From an optimization exercise on the open Yosys and OpenROAD flow, aimed at small area, a short achievable clock period and few clock cycles; shortcuts taken in it are not production practice.
Power is estimated from default activity; no workload was simulated.

Setup of v53:
==> flow/design.v <==
`timescale 1ns/100ps
package bitmove_pkg;
    localparam int WORD_W = 32;
    localparam int OFS_W  = 5;
    localparam int LEN_W  = 27;
    localparam int ADDR_W = 27;
    typedef logic [WORD_W-1:0] word_t;
    typedef logic [ADDR_W+OFS_W-1:0] bit_addr_t;
    typedef struct packed {
        word_t      data;
        logic [5:0] nbits;
    } chunk_t;
    typedef logic [1:0] reg_addr_t;
    localparam reg_addr_t REG_SRC  = 2'd0;
    localparam reg_addr_t REG_DST  = 2'd1;
    localparam reg_addr_t REG_LEN  = 2'd2;
    localparam reg_addr_t REG_CTRL = 2'd3;
endpackage
`timescale 1ns/100ps
`timescale 1ns/100ps
`timescale 1ns/100ps
`timescale 1ns/100ps
`timescale 1ns/100ps
`timescale 1ns/100ps
`timescale 1ns/100ps
module bitmove_top #(
    parameter int FIFO_DEPTH = 4
) (
    input  logic                           clk,
    input  logic                           arst_n,
    input  logic                           reg_sel,
    input  logic                           reg_write,
    input  bitmove_pkg::reg_addr_t         reg_addr,
    input  bitmove_pkg::word_t             reg_wdata,
    output bitmove_pkg::word_t             reg_rdata,
    output logic                           done,
    output logic                           mem_req,
    output logic                           mem_we,
    output logic [bitmove_pkg::ADDR_W-1:0] mem_addr,
    output bitmove_pkg::word_t             mem_wdata,
    input  logic                           mem_hold,
    input  bitmove_pkg::word_t             mem_rdata
);
    localparam logic [3:0] S_IDLE = 4'b0000;
    localparam logic [3:0] S_DONE = 4'b0001;
    localparam logic [3:0] S_BUB  = 4'b0010;
    localparam logic [3:0] S_PR   = 4'b1000;   
    localparam logic [3:0] S_R0   = 4'b1001;   
    localparam logic [3:0] S_XR   = 4'b1010;   
    localparam logic [3:0] S_O0   = 4'b1100;   
    localparam logic [3:0] S_XO   = 4'b1101;   
    localparam logic [3:0] S_WR   = 4'b1110;   
    logic [31:0] src_r;
    logic [31:0] dst_r;
    logic [26:0] len_r;
    logic [3:0]  state;
    logic [3:0]  nstate;
    logic [1:0]  at;       
    logic [26:0] sa;
    logic [26:0] da;
    logic [22:0] t;
    logic [31:0] P;
    logic [31:0] W;
    logic        busy;
    logic        wr_en;
    logic        go;
    logic        adv;
    assign busy  = state[3] | state[1];
    assign wr_en = reg_sel & reg_write & ~busy;
    assign go    = wr_en & (reg_addr == 2'd3) & reg_wdata[0];
    assign adv   = ~mem_hold;
    always_ff @(posedge clk) begin
        if (wr_en && reg_addr == 2'd0) src_r <= reg_wdata;
        if (wr_en && reg_addr == 2'd1) dst_r <= reg_wdata;
        if (wr_en && reg_addr == 2'd2) len_r <= reg_wdata[26:0];
    end
    always_comb begin
        case (reg_addr)
            2'd0:    reg_rdata = src_r;
            2'd1:    reg_rdata = dst_r;
            2'd2:    reg_rdata = {5'd0, len_r};
            default: reg_rdata = {31'd0, busy};
        endcase
    end
    logic [4:0]  soff, doff, llo, r, dend;
    logic [5:0]  vd, vs;
    logic [1:0]  cd, cs;
    logic        e, flush, lp;
    logic        last, sec, third;
    logic        thi_z, thi_o;
    logic [1:0]  tlo;
    logic [31:0] fmask, lmask, m;
    assign soff  = src_r[4:0];
    assign doff  = dst_r[4:0];
    assign llo   = len_r[4:0];
    assign r     = soff - doff;
    assign e     = soff < doff;
    assign vd    = {1'b0, llo} + {1'b0, doff};
    assign vs    = {1'b0, llo} + {1'b0, soff};
    assign cd    = {vd > 6'd32, (vd != 6'd0) && (vd <= 6'd32)};
    assign cs    = {vs > 6'd32, (vs != 6'd0) && (vs <= 6'd32)};
    assign flush = (cd == cs + {1'b0, e});
    assign dend  = vd[4:0];
    assign lp    = dend != 5'd0;
    assign thi_z = (t[22:2] == '0);
    assign thi_o = (t[22:2] == '1);
    assign tlo   = t[1:0];
    always_comb begin
        case (cd)
            2'd0: begin
                last  = thi_z & (tlo == 2'd1);
                sec   = thi_z & (tlo == 2'd2);
                third = thi_z & (tlo == 2'd3);
            end
            2'd1: begin
                last  = thi_z & (tlo == 2'd0);
                sec   = thi_z & (tlo == 2'd1);
                third = thi_z & (tlo == 2'd2);
            end
            default: begin
                last  = thi_o & (tlo == 2'd3);
                sec   = thi_z & (tlo == 2'd0);
                third = thi_z & (tlo == 2'd1);
            end
        endcase
    end
    assign fmask = ~((32'd1 << doff) - 32'd1);
    assign lmask = lp ? ((32'd1 << dend) - 32'd1) : '1;
    assign m     = (at == 2'd2 ? fmask : '1) & (last ? lmask : '1);
    logic need_o0;
    logic [3:0] after_start;
    logic [3:0] first_state;
    assign need_o0     = (doff != 5'd0) | (last & (lp | flush));
    assign after_start = (last | (sec & flush)) ? S_BUB : S_XR;
    assign first_state = !e ? S_PR : S_R0;
    always_comb begin
        nstate = state;
        case (state)
            S_IDLE, S_DONE: nstate = go ? first_state : S_IDLE;
            S_PR:  if (adv) nstate = (last & flush) ? S_O0 : S_R0;
            S_R0:  if (adv) nstate = need_o0 ? S_O0 : after_start;
            S_O0:  if (adv) nstate = after_start;
            S_XR:  if (adv) nstate = S_WR;
            S_XO:  if (adv) nstate = S_BUB;
            S_BUB: if (adv) nstate = S_WR;
            S_WR:  if (adv) nstate = last ? S_DONE
                                  : sec ? (lp ? S_XO : S_WR)
                                  : (third & flush) ? S_WR : S_XR;
            default: nstate = S_IDLE;
        endcase
    end
    always_ff @(posedge clk or negedge arst_n) begin
        if (!arst_n) begin
            state <= S_IDLE;
            at    <= 2'd0;
        end else begin
            state <= nstate;
            if (adv) begin
                if (state[3] & ~state[2])                 at <= 2'd1;
                else if (state == S_O0)                   at <= 2'd2;
                else if (state == S_XO)                   at <= 2'd3;
                else                                      at <= 2'd0;
            end
        end
    end
    logic        use_d;
    logic        sfirst;
    logic        dfirst;
    logic [26:0] inc;
    logic        acc;
    assign use_d    = state[2];
    assign sfirst   = (state == S_PR) | ((state == S_R0) & e);
    assign mem_addr = use_d ? (dfirst ? dst_r[31:5] : da) : (sfirst ? src_r[31:5] : sa);
    assign inc      = mem_addr + 27'd1;
    assign acc      = state[3] & adv;
    always_ff @(posedge clk) begin
        if (acc & ~use_d) sa <= inc;
        if (acc & (state == S_WR)) da <= inc;
        if (go) begin
            t      <= {1'b0, len_r[26:5]};
            dfirst <= 1'b1;
        end else if (acc & (state == S_WR)) begin
            t      <= t - 23'd1;
            dfirst <= 1'b0;
        end
    end
    logic        src_arr, old_arr, fe;
    logic [4:0]  rr;
    logic [31:0] rot;
    logic [31:0] hm;
    logic [31:0] fun;
    assign src_arr = adv & (at == 2'd1);
    assign old_arr = adv & at[1];
    assign fe      = adv & flush & (((state == S_BUB) & last) | ((state == S_WR) & sec));
    assign rr      = at[1] ? 5'd0 : r;
    always_comb begin
        rot = mem_rdata;
        for (int k = 0; k < 5; k++) begin
            if (rr[k]) rot = (rot >> (1 << k)) | (rot << (32 - (1 << k)));
        end
    end
    assign hm      = at[1] ? ~m : ~('1 >> r);
    assign fun     = (hm & rot) | (~hm & P);
    always_ff @(posedge clk) begin
        if (src_arr) P <= rot;
        for (int i = 0; i < 32; i++) begin
            if ((old_arr & ~m[i]) | src_arr | fe) W[i] <= fun[i];
        end
    end
    assign mem_req   = state[3];
    assign mem_we    = state[2] & state[1];
    assign mem_wdata = W;
    assign done      = (state == S_DONE);
endmodule
export LEC_CHECK = 0
export CAP_MARGIN = 0
export CORE_MARGIN = 2
export CORE_UTILIZATION = 40
export SETUP_SLACK_MARGIN = 4.0
export SLEW_MARGIN = 0
create_clock -name core_clock -period 8.0 [get_ports {clk}]
standard.sh (not shown) runs the stock make flow with config.mk's settings and CLKGATE_MAP_FILE= SYNTH_SCRIPT=/design/flow/synth_recipe.tcl, a recipe that flattens the netlist after the stock synthesis.
==> flow/flow/run.sh <==
#!/bin/bash
# The standard layout with two changes:
#  - synthesis maps logic with an area-oriented ABC script and plain gates
#    for adders (registers are mapped as in the standard synthesis);
#  - each port gets the smallest buffer; timing repair upsizes where needed.
set -euo pipefail
here=$(pwd)
{ head -n 1 synth_recipe.tcl; cat flow/abc_area.tcl; tail -n +2 synth_recipe.tcl; } > own_synth.tcl
sed "s|$here/synth_recipe.tcl|$here/own_synth.tcl|" standard.sh > own_standard.sh
grep -q own_synth.tcl own_standard.sh
export OWN_ABC_SCRIPT='+strash;&get,-n;&st;&syn2;&dch;&nf,-a,-R,1000;&st;&syn2;&dch;&nf,-a,-R,1000;&put;dnsize'
export ADDER_MAP_FILE=
export BUFFER_PORTS_ARGS="-buffer_cell sky130_fd_sc_hd__buf_1"
bash own_standard.sh > standard.log 2>&1
==> flow/flow/abc_area.tcl <==
# Sourced into the synthesis script after its first line: ORFS's abc call is
# redirected to an area-oriented mapping script (flops are mapped before abc,
# so the registers are those of the standard synthesis).
proc abc {args} {
  set i [lsearch -exact $args -script]
  if {$i >= 0} { set args [lreplace $args $i [expr {$i + 1}] -script $::env(OWN_ABC_SCRIPT)] }
  set j [lsearch -exact $args -D]
  if {$j >= 0} { set args [lreplace $args $j [expr {$j + 1}]] }
  yosys abc {*}$args
}
Edits applied to the flow inputs when going from v53 to v37:
- setting CTS_BUF_LIST to sky130_fd_sc_hd__clkbuf_8 for the first time
- setting CTS_CLUSTER_SIZE to 16 for the first time
- changing CAP_MARGIN from 0 to 20
- changing SLEW_MARGIN from 0 to 20
- setting CTS_CLUSTER_DIAMETER to 60 for the first time
Notes after the runs:
The post-route met1 wirelength in v37 was lower than what v53 gave. | layout filler cell count | v37 vs v53 | ≈ equal |. Diff v37..v53 | via count | negligible. Fraction of the mapped netlist area in compound gates came out exactly the same in v37 and v53. Compared with v53, in v37 sum of routed wire length over all layers comparable; maximum operating frequency now smaller.
Setup changes, v37 to v39
- removing CTS_CLUSTER_SIZE (formerly 16)
- removing CTS_CLUSTER_DIAMETER (formerly 60)
- removing CTS_BUF_LIST (formerly sky130_fd_sc_hd__clkbuf_8)
Results
- Every stage of the flow completed for v39, and the final layout passed the timing, DRC and antenna checks.
- [v39 vs v37] share of the core filled with cells: higher in v39
- When the final numbers for v39 and v37 were put side by side, the post-route clock period utilization turned out to be greater in v37.
- v37 → v39: combinational share of power now smaller, minimum period implied by the final worst setup slack now smaller, weighted congestion reported at the end of routability-driven placement comparable, net switching power now larger, cell area reported after detailed placement comparable.
- The global-route met2 utilization of v37 and that of v39 are within noise of each other.
- Fraction of power spent switching nets, v39 and v37, lower one = v39.
Function was not checked in any run of this note: the RTL went through the layout flow alone.

[separate check: timing with driven ports]
How much do the figures lean on ideal ports? The routed layouts below were timed once more, with nothing changed but the port constraints. Step 1 sets driving cells, clkbuf_16 on the clock port and buf_2 on the other inputs (assumed; they add their load-dependent delay and slew). Step 2 also shifts input and output timing later by t, the mid clock arrival at the registers, as if the neighbouring blocks saw the same clock. a / b / c = ideal / step 1 / step 2; a / b = the first two.
run	t, ns	setup WS [ns]	worst setup path after step 2	latest minus earliest clock arrival (ns)
v53	0.607	3.569 / 3.516 / 3.683	register to register	0.039 / 0.039
v37	0.625	3.492 / 3.444 / 3.608	register to register	0.039 / 0.040
v39	0.605	3.571 / 3.519 / 3.683	register to register	0.039 / 0.040
After both steps every run listed still meets setup and hold.
